Background: an optimization exercise with open tools, aiming at small area and a short achievable clock period. Do not read the settings as production practice. In this exercise RTL edits were held to simulation tests only and were not proved equivalent to the original. Power is estimated from default activity; no workload was simulated.

$ cat flow/design.v
package softmc_pkg;
  localparam int INSTR_WIDTH     = 32;
  localparam int IMEM_DEPTH      = 64;
  localparam int IMEM_ADDR_WIDTH = 6;
  localparam int ROW_ADDR_WIDTH = 17;
  localparam int BG_WIDTH       = 2;
  localparam int BANK_WIDTH     = 2;
  localparam int COL_WIDTH      = 10;
  localparam int RD_DATA_WIDTH  = 64;
  localparam int BUF_DEPTH      = 16;
  localparam int BUF_ADDR_WIDTH = $clog2(BUF_DEPTH);
  localparam int WAIT_WIDTH = 16;
  localparam int ODT_WR_DEL    = 4;
  localparam int ODT_WR_DUR    = 6;
  localparam int ODT_CNT_WIDTH = $clog2(ODT_WR_DUR);
  localparam logic [2:0] RCW_RD  = 3'b101;
  localparam logic [2:0] RCW_WR  = 3'b100;
  localparam logic [2:0] RCW_PRE = 3'b010;
  localparam logic [2:0] RCW_REF = 3'b001;
  localparam int CMD_SPARE_WIDTH  = INSTR_WIDTH - 3 - BG_WIDTH - BANK_WIDTH - ROW_ADDR_WIDTH;
  localparam int CTRL_SPARE_WIDTH = INSTR_WIDTH - 3 - WAIT_WIDTH;
  typedef enum logic [2:0] {
    OP_NOP  = 3'd0,
    OP_ACT  = 3'd1,
    OP_RD   = 3'd2,
    OP_WR   = 3'd3,
    OP_PRE  = 3'd4,
    OP_REF  = 3'd5,
    OP_WAIT = 3'd6,
    OP_END  = 3'd7
  } opcode_e;
  typedef union packed {
    struct packed {
      opcode_e                      opcode;
      logic [BG_WIDTH-1:0]          bg;
      logic [BANK_WIDTH-1:0]        bank;
      logic [ROW_ADDR_WIDTH-1:0]    addr;
      logic [CMD_SPARE_WIDTH-1:0]   spare;
    } cmd;
    struct packed {
      opcode_e                      opcode;
      logic [WAIT_WIDTH-1:0]        count;
      logic [CTRL_SPARE_WIDTH-1:0]  spare;
    } ctrl;
  } instr_u;
endpackage
`timescale 1ns/1ns
import softmc_pkg::*;
module instr_mem (
  input  logic                                     c0_ddr4_clk,
  input  logic                                     wr_en,
  input  logic [softmc_pkg::IMEM_ADDR_WIDTH-1:0]   wr_addr,
  input  softmc_pkg::instr_u                       wr_data,
  input  logic [softmc_pkg::IMEM_ADDR_WIDTH-1:0]   rd_addr,
  output softmc_pkg::instr_u                       rd_data
);
  logic [INSTR_WIDTH-1:0] mem [0:IMEM_DEPTH-1];
  always_ff @(posedge c0_ddr4_clk) begin
    if (wr_en) begin
      mem[wr_addr] <= wr_data;
    end
  end
  always_ff @(posedge c0_ddr4_clk) begin
    rd_data <= mem[rd_addr];
  end
endmodule
`timescale 1ns/1ns
import softmc_pkg::*;
module cmd_encoder (
  input  logic                                    c0_ddr4_clk,
  input  logic                                    rst_n,
  input  logic                                    issue_valid,
  input  softmc_pkg::instr_u                      issue_instr,
  output logic                                    ddr_act_n,
  output logic                                    ddr_cs_n,
  output logic [softmc_pkg::ROW_ADDR_WIDTH-1:0]   ddr_adr,
  output logic [softmc_pkg::BG_WIDTH-1:0]         ddr_bg,
  output logic [softmc_pkg::BANK_WIDTH-1:0]       ddr_ba,
  output logic                                    wr_cmd
);
  softmc_pkg::opcode_e                   op;
  logic [ROW_ADDR_WIDTH-1:0] adr_nxt;
  assign op = issue_instr.cmd.opcode;
  always_comb begin
    adr_nxt = '0;
    case (op)
      OP_ACT: adr_nxt = issue_instr.cmd.addr;
      OP_RD: begin
        adr_nxt[ROW_ADDR_WIDTH-1 -: 3] = RCW_RD;
        adr_nxt[COL_WIDTH-1:0]         = issue_instr.cmd.addr[COL_WIDTH-1:0];
      end
      OP_WR: begin
        adr_nxt[ROW_ADDR_WIDTH-1 -: 3] = RCW_WR;
        adr_nxt[COL_WIDTH-1:0]         = issue_instr.cmd.addr[COL_WIDTH-1:0];
      end
      OP_PRE:  adr_nxt[ROW_ADDR_WIDTH-1 -: 3] = RCW_PRE;
      OP_REF:  adr_nxt[ROW_ADDR_WIDTH-1 -: 3] = RCW_REF;
      default: adr_nxt = '0;
    endcase
  end
  always_ff @(posedge c0_ddr4_clk) begin
    if (!rst_n) begin
      ddr_cs_n  <= 1'b1;
      ddr_act_n <= 1'b1;
      wr_cmd    <= 1'b0;
    end else begin
      ddr_cs_n  <= !issue_valid;
      ddr_act_n <= !(issue_valid && (op == OP_ACT));
      wr_cmd    <= issue_valid && (op == OP_WR);
    end
  end
  always_ff @(posedge c0_ddr4_clk) begin
    if (issue_valid) begin
      ddr_adr <= adr_nxt;
      ddr_bg  <= issue_instr.cmd.bg;
      ddr_ba  <= issue_instr.cmd.bank;
    end
  end
endmodule
`timescale 1ns/1ns
import softmc_pkg::*;
module odt_gen (
  input  logic c0_ddr4_clk,
  input  logic rst_n,
  input  logic wr_cmd,
  output logic ddr_odt
);
  logic [ODT_WR_DEL-2:0]    wr_dly;
  logic [ODT_CNT_WIDTH-1:0] dur_cnt;
  logic                     odt_start;
  assign odt_start = wr_dly[ODT_WR_DEL-2];
  always_ff @(posedge c0_ddr4_clk) begin
    if (!rst_n) begin
      wr_dly  <= '0;
      dur_cnt <= '0;
      ddr_odt <= 1'b0;
    end else begin
      wr_dly <= {wr_dly[ODT_WR_DEL-3:0], wr_cmd};
      if (odt_start) begin
        dur_cnt <= ODT_CNT_WIDTH'(ODT_WR_DUR - 1);
        ddr_odt <= 1'b1;
      end else if (dur_cnt != '0) begin
        dur_cnt <= dur_cnt - 1'b1;
        ddr_odt <= 1'b1;
      end else begin
        ddr_odt <= 1'b0;
      end
    end
  end
endmodule
`timescale 1ns/1ns
import softmc_pkg::*;
module readback_buf (
  input  logic                                   c0_ddr4_clk,
  input  logic                                   rst_n,
  input  logic                                   rd_valid,
  input  logic [softmc_pkg::RD_DATA_WIDTH-1:0]   rd_data,
  input  logic                                   flush,
  output logic                                   c2h_valid,
  output logic [softmc_pkg::RD_DATA_WIDTH-1:0]   c2h_data,
  output logic                                   c2h_last
);
  logic [RD_DATA_WIDTH-1:0]  mem [0:BUF_DEPTH-1];
  logic [BUF_ADDR_WIDTH-1:0] wr_ptr;
  logic [BUF_ADDR_WIDTH-1:0] rd_ptr;
  logic [BUF_ADDR_WIDTH:0]   count;
  logic                      draining;
  logic                      pop;
  logic                      pop_last;
  assign pop      = (flush || draining) && (count != '0);
  assign pop_last = pop && (count == (BUF_ADDR_WIDTH+1)'(1));
  always_ff @(posedge c0_ddr4_clk) begin
    if (rd_valid) begin
      mem[wr_ptr] <= rd_data;
    end
    if (pop) begin
      c2h_data <= mem[rd_ptr];
    end
  end
  always_ff @(posedge c0_ddr4_clk) begin
    if (!rst_n) begin
      wr_ptr    <= '0;
      rd_ptr    <= '0;
      count     <= '0;
      draining  <= 1'b0;
      c2h_valid <= 1'b0;
      c2h_last  <= 1'b0;
    end else begin
      wr_ptr    <= wr_ptr + BUF_ADDR_WIDTH'(rd_valid);
      rd_ptr    <= rd_ptr + BUF_ADDR_WIDTH'(pop);
      count     <= count + (BUF_ADDR_WIDTH+1)'(rd_valid) - (BUF_ADDR_WIDTH+1)'(pop);
      draining  <= pop && !pop_last;
      c2h_valid <= pop;
      c2h_last  <= pop_last;
    end
  end
endmodule
`timescale 1ns/1ns
import softmc_pkg::*;
module seq_control (
  input  logic                                     c0_ddr4_clk,
  input  logic                                     rst_n,
  input  logic                                     instr_valid,
  input  logic                                     instr_last,
  input  softmc_pkg::instr_u                       instr_data,
  input  softmc_pkg::instr_u                       fetch_data,
  output logic                                     wr_en,
  output logic [softmc_pkg::IMEM_ADDR_WIDTH-1:0]   wr_addr,
  output softmc_pkg::instr_u                       wr_data,
  output logic [softmc_pkg::IMEM_ADDR_WIDTH-1:0]   rd_addr,
  output logic                                     issue_valid,
  output softmc_pkg::instr_u                       issue_instr,
  output logic                                     flush,
  output logic                                     seq_done
);
  logic                       running;
  logic                       fetch_valid;
  logic [IMEM_ADDR_WIDTH-1:0] load_addr;
  logic [IMEM_ADDR_WIDTH-1:0] pc;
  logic [WAIT_WIDTH-1:0]      wait_cnt;
  softmc_pkg::opcode_e                    op;
  logic                       exec;
  logic                       wait_exec;
  logic                       end_exec;
  logic                       pc_hold;
  assign wr_en   = instr_valid && !running;
  assign wr_addr = load_addr;
  assign wr_data = instr_data;
  assign rd_addr = pc;
  assign op = fetch_data.ctrl.opcode;
  assign exec      = fetch_valid && (wait_cnt == '0);
  assign wait_exec = exec && (op == OP_WAIT);
  assign end_exec  = exec && (op == OP_END);
  assign pc_hold = (wait_exec && (fetch_data.ctrl.count != '0)) ||
                   (wait_cnt > WAIT_WIDTH'(1));
  assign issue_valid = exec && !((op == OP_NOP) || (op == OP_WAIT) || (op == OP_END));
  assign issue_instr = fetch_data;
  assign flush = seq_done;
  always_ff @(posedge c0_ddr4_clk) begin
    if (!rst_n) begin
      running     <= 1'b0;
      fetch_valid <= 1'b0;
      load_addr   <= '0;
      pc          <= '0;
      wait_cnt    <= '0;
      seq_done    <= 1'b0;
    end else begin
      seq_done    <= end_exec;
      fetch_valid <= running && !end_exec;
      if (wr_en) begin
        if (instr_last) begin
          load_addr <= '0;
          pc        <= '0;
          running   <= 1'b1;
        end else begin
          load_addr <= load_addr + 1'b1;
        end
      end
      if (running) begin
        if (end_exec) begin
          running <= 1'b0;
        end
        if (!pc_hold) begin
          pc <= pc + 1'b1;
        end
        if (wait_exec) begin
          wait_cnt <= fetch_data.ctrl.count;
        end else if (wait_cnt != '0) begin
          wait_cnt <= wait_cnt - 1'b1;
        end
      end
    end
  end
endmodule
`timescale 1ns/1ns
import softmc_pkg::*;
module softmc_core (
  input  logic                                    c0_ddr4_clk,
  input  logic                                    rst_n,
  input  logic                                    instr_valid,
  input  logic                                    instr_last,
  input  logic [softmc_pkg::INSTR_WIDTH-1:0]       instr_data,
  input  logic                                    rd_valid,
  input  logic [softmc_pkg::RD_DATA_WIDTH-1:0]    rd_data,
  output logic                                    ddr_act_n,
  output logic                                    ddr_cs_n,
  output logic [softmc_pkg::ROW_ADDR_WIDTH-1:0]   ddr_adr,
  output logic [softmc_pkg::BG_WIDTH-1:0]         ddr_bg,
  output logic [softmc_pkg::BANK_WIDTH-1:0]       ddr_ba,
  output logic                                    ddr_odt,
  output logic                                    c2h_valid,
  output logic [softmc_pkg::RD_DATA_WIDTH-1:0]    c2h_data,
  output logic                                    c2h_last,
  output logic                                    seq_done
);
  logic                       wr_en;
  logic [IMEM_ADDR_WIDTH-1:0] wr_addr;
  softmc_pkg::instr_u                     wr_data;
  logic [IMEM_ADDR_WIDTH-1:0] rd_addr;
  softmc_pkg::instr_u                     fetch_data;
  logic   issue_valid;
  softmc_pkg::instr_u issue_instr;
  logic   wr_cmd;
  logic   flush;
  seq_control u_seq_control (
    .c0_ddr4_clk (c0_ddr4_clk),
    .rst_n       (rst_n),
    .instr_valid (instr_valid),
    .instr_last  (instr_last),
    .instr_data  (instr_data),
    .fetch_data  (fetch_data),
    .wr_en       (wr_en),
    .wr_addr     (wr_addr),
    .wr_data     (wr_data),
    .rd_addr     (rd_addr),
    .issue_valid (issue_valid),
    .issue_instr (issue_instr),
    .flush       (flush),
    .seq_done    (seq_done)
  );
  instr_mem u_instr_mem (
    .c0_ddr4_clk (c0_ddr4_clk),
    .wr_en       (wr_en),
    .wr_addr     (wr_addr),
    .wr_data     (wr_data),
    .rd_addr     (rd_addr),
    .rd_data     (fetch_data)
  );
  cmd_encoder u_cmd_encoder (
    .c0_ddr4_clk (c0_ddr4_clk),
    .rst_n       (rst_n),
    .issue_valid (issue_valid),
    .issue_instr (issue_instr),
    .ddr_act_n   (ddr_act_n),
    .ddr_cs_n    (ddr_cs_n),
    .ddr_adr     (ddr_adr),
    .ddr_bg      (ddr_bg),
    .ddr_ba      (ddr_ba),
    .wr_cmd      (wr_cmd)
  );
  odt_gen u_odt_gen (
    .c0_ddr4_clk (c0_ddr4_clk),
    .rst_n       (rst_n),
    .wr_cmd      (wr_cmd),
    .ddr_odt     (ddr_odt)
  );
  readback_buf u_readback_buf (
    .c0_ddr4_clk (c0_ddr4_clk),
    .rst_n       (rst_n),
    .rd_valid    (rd_valid),
    .rd_data     (rd_data),
    .flush       (flush),
    .c2h_valid   (c2h_valid),
    .c2h_data    (c2h_data),
    .c2h_last    (c2h_last)
  );
endmodule
$ cat flow/run.sh
#!/bin/bash
# synth_recipe.tcl (not shown) runs the flow's synth.tcl, then flattens the netlist and writes it again
# the make line also repeats each setting of config.mk as NAME=value (left out here)
make -C /OpenROAD-flow-scripts/flow DESIGN_CONFIG=/design/flow/config.mk WORK_HOME=/design/flow/orfs CLKGATE_MAP_FILE= SYNTH_SCRIPT=/design/flow/synth_recipe.tcl finish
$ cat flow/config.mk
export PLATFORM = sky130hd
export DESIGN_NAME = softmc_core
export DESIGN_NICKNAME = softmc_core
export VERILOG_FILES = /design/flow/design.v
export SDC_FILE = /design/flow/constraint.sdc
export NUM_CORES = 4
export LEC_CHECK = 0
export CAP_MARGIN = 20
export CORE_MARGIN = 2
export CORE_UTILIZATION = 40
export SLEW_MARGIN = 20
$ cat flow/constraint.sdc
create_clock -name core_clock -period 3.3 [get_ports {c0_ddr4_clk}]
set_input_delay 0.6600 -clock core_clock [delete_from_list [all_inputs] [get_ports {c0_ddr4_clk}]]
set_output_delay 0.6600 -clock core_clock [all_outputs]
set_load 0.01 [all_outputs]
==> impl_metrics.py <==
metrics = {
    "run_status": {
        "status": "finished clean",
    },
    "synthesis": {
        "post-synth-top-count-cell": "edfxtp_1",
        "synth.area.top_cells": "edfxtp_1 (77%), mux4_2 (13%), mux2i_1 (2.7%), dfxtp_1 (1.6%), nor2_1 (0.56%)",
        "synth_xor_area_frac": 0.00110,
        "synth_common_cells": "edfxtp_1 (2,645), mux4_2 (575), mux2i_1 (283)",
        "async_flop_share": 0,
        "ys_seq_area_frac": 0.783,
        "yosys_warnings": 5,
        "synthSimpleGateAreaFrac": 0.0166,
        "synth_edf_count": 2645,
        "yosysTopAreaCellShare": 0.767,
        "netlist_area_sq_um": 103000,
        "synthFlopType": "edfxtp_1",
        "synth_top_family_by_area": "multiplexers",
        "synth_fp_nets": 4796,
        "synthMuxAreaShare": 0.156,
        "synth_top_cell_by_area": "edfxtp_1",
        "ys_ff_latch": 2726,
        "synth_compound_area_frac": 0.0277,
        "synth.distinct_cells": 70,
        "synth_fa_ha_area_frac": 0.00237,
        "synth_cells": 4676,
        "syn_avg_cell_area_sq_um": 22.1,
    },
    "placement": {
        "port_buffers": 183,
        "hpwl_microns": 142000,
        "gp_routability_congestion": 0.814,
        "dp.cells": 8323,
    },
    "cts": {
        "root_buffer": "clkbuf_16",
        "cts_buffers": 296,
        "cts.clk_slew.worst_paths_ps": 60,
        "ctsResizeCount": 0,
        "clockBufferDepth": 4,
        "cts_tree": "built",
        "htreeDepth": 5,
        "cts.sinks": 2726,
        "clock_latency_ps": 910,
    },
    "power": {
        "ir_drop_mv": 0.559,
        "p_leak_nw": 37.1,
        "power.density_nw_per_um2": 628,
    },
    "timing": {
        "fmax_mhz": 334,
        "fin_crit_sh": 0.908,
        "setup_viol": 0,
        "hold_viol": 0,
        "rsz0062_at_grt": "no",
        "fin_hold_ws_ps": 126,
        "slew_viol_final": 0,
        "finalSetupTns_ps": 0,
        "slew_headroom": 0.266,
        "skew_ps": 78.2,
        "fin_crit_ps": 3000,
        "tightest_slew_ps": 1100,
    },
    "worst_setup_path": {
        "path_max_fanout": 31,
        "cp.arrival_ps": 3750,
        "cp_slowest_cell": "dfxtp_4",
        "worst-setup-path-type": "flip-flop to flip-flop",
        "crit_path_cell_trace": "buf_12 > mux4_2 > a2111oi_0 > buf_4 > a22o_1 > a221oi_1",
        "cp_num_buf_inv": 2,
        "start_kind": "flip-flop",
        "crit_family": "compound AO/OA/AOI/OAI gates",
        "crit_path_end_kind": "flip-flop",
        "cpPeakStageDelay_ps": 670,
        "required_ps": 4050,
    },
    "detailed_routing": {
        "routed_wl_microns": 242000,
        "drtIter0Drc": 4776,
        "vias": 49205,
        "via_per_inst": 5.56,
        "drc": 0,
        "ant_nets": 0,
        "dr.pass1.iters": 5,
        "wire_per_inst_microns": 27.3,
    },
    "die": {
        "pin_count": 192,
        "core_sq_um": 257000,
        "start_util": 0.402,
        "fp.dieW_microns": 513,
        "dieHeight_microns": 513,
        "die-area_sq_um": 263000,
        "rows": 186,
    },
    "final_layout": {
        "final_nets": 5358,
        "fin_util": 0.476,
        "area.growth.synth_to_final_pct": 18.2,
        "final_cells": 8849,
        "drive_above_1_share": 0.270,
    },
    "global_routing": {
        "grt_usage": 0.182,
        "grt_max_degree": 94,
        "grt_pass1_wl_microns": 350000,
        "grt_pass1_vias": 49810,
        "antenna_found_initial": 23,
        "gr-total-overflow": 0,
    },
    "run": {
        "drv_cap": 0,
    },
    "worst_hold_path": {
        "hold_path_class": "input port to flip-flop",
    },
}
-- registers in the layout (all words and copies together) (netlist names), 2 cells and up --
name,cells
u_readback_buf.count,5
u_readback_buf.wr_ptr,4
u_readback_buf.c2h_data,64
u_odt_gen.dur_cnt,3
u_instr_mem.rd_data,24
u_cmd_encoder.ddr_bg,2
u_readback_buf.mem,1024
u_seq_control.load_addr,6
u_seq_control.wait_cnt,16
u_cmd_encoder.ddr_ba,2
u_instr_mem.mem,1536
u_odt_gen.wr_dly,3
u_seq_control.pc,6
u_cmd_encoder.ddr_adr,17
u_readback_buf.rd_ptr,4
-- cells in the final DEF (no fill, tap or decap), types with 9 or more instances in the layout --
cell	count
buf_4	171
o22ai_1	82
o221ai_1	20
clkbuf_16	304
nor2_4	12
a22oi_1	14
buf_2	16
inv_1	20
o21ai_0	49
a2111oi_0	24
mux2_2	34
edfxtp_1	2645
clkbuf_1	61
nand2_1	66
and2_1	15
a21oi_1	45
dfxtp_1	72
a211oi_1	19
nor2_1	80
clkinv_2	54
and3_1	9
clkdlybuf4s50_1	159
bufinv_16	22
mux2i_1	283
nor2_2	63
a22o_1	17
a211o_1	34
a221oi_1	50
o211ai_1	13
nor2b_1	18
ha_1	18
mux4_2	575
nand3_1	16
nand2b_1	19
buf_12	168
clkinv_1	55
-- repair_timing --
| action | in CTS | in global routing |
|---|---|---|
| hold buffers | 1 | 0 |
| buffers inserted | 0 | 0 |
| endpoints found under the hold margin | 1 | 0 |
-- cells by family after synthesis --
group	Yosys count
flops	2726
mux	892
compound gates	398
simple gates	356
buf+inv	272
fa+ha+maj	19
xor+xnor	13
-- worst paths after layout --
kind | from | depth (start not counted) | endpoint | slack [ps]
setup / recovery | u_seq_control.pc[0] | 6 | u_instr_mem.rd_data[22] | 300
hold / removal | instr_data[10] | 1 | u_instr_mem.mem[52][10] | 130
setup reg to reg | u_seq_control.pc[0] | 6 | u_instr_mem.rd_data[22] | 300
hold reg to reg | u_cmd_encoder.wr_cmd | 1 | u_odt_gen.wr_dly[0] | 440
-- report_power, final --
group	total, mW	switching, mW	leakage (nW)	internal, mW
registers	38.9	0.419	24.5	38.4
clock network	31.5	12.9	4.52	18.6
logic	6.47	3.59	8.12	2.88
total	76.8	16.9	37.1	59.9
-- area by class of cell --
cell class	instances	area, sq um
Timing Repair Buffer	515	6330
Fill cell	20716	135000
Multi-Input combinational cell	1678	21400
Clock inverter	150	1320
Inverter	21	78.8
Sequential cell	2726	81100
Tap cell	3384	4230
Clock buffer	368	7880
Antenna cell	7	17.5
-- per-stage QoR --
stage / instance area, sq um / setup WS [ps] / total power, mW
floorplan: 104000 / -1040 / 43.4
global placement: 113000 / 179 / 46.0
detailed placement: 113000 / 155 / 46.1
CTS: 122000 / 224 / 77.6
global route: 122000 / 113 / 79.4
finish: 122000 / 302 / 76.8
-- per-layer routing --
metal / track usage / up-vias / share of wire
li1: - / 20925 / -
met5: 0 / - / 0.00036
met2: 0.286 / 1582 / 0.47
met3: 0.0303 / 395 / 0.062
met4: 0.0523 / 14 / 0.028
met1: 0.261 / 26289 / 0.44

-- separate check: timing with driven ports --
No port has a modelled driver above. Below, the same layout with a new extraction and two added sets of constraints. Step 1: set_driving_cell puts a clkbuf_16 on c0_ddr4_clk and a buf_2 on each other input, an assumption about the parent block. Step 2 also shifts input and output timing later by t, the mid clock arrival at the registers, as if the neighbouring blocks saw the same clock. Three values: ideal, step 1, step 2; two values: the first two.
t, ns: 0.959
setup slack, ns: 0.302 / 0.302 / 0.229
hold slack, ns: 0.126 / 0.062 / 0.441
After both steps this run still meets setup and hold. For this run, drivers alone change the setup slack by 0.000 ns; drivers and shift together by -0.073 ns.
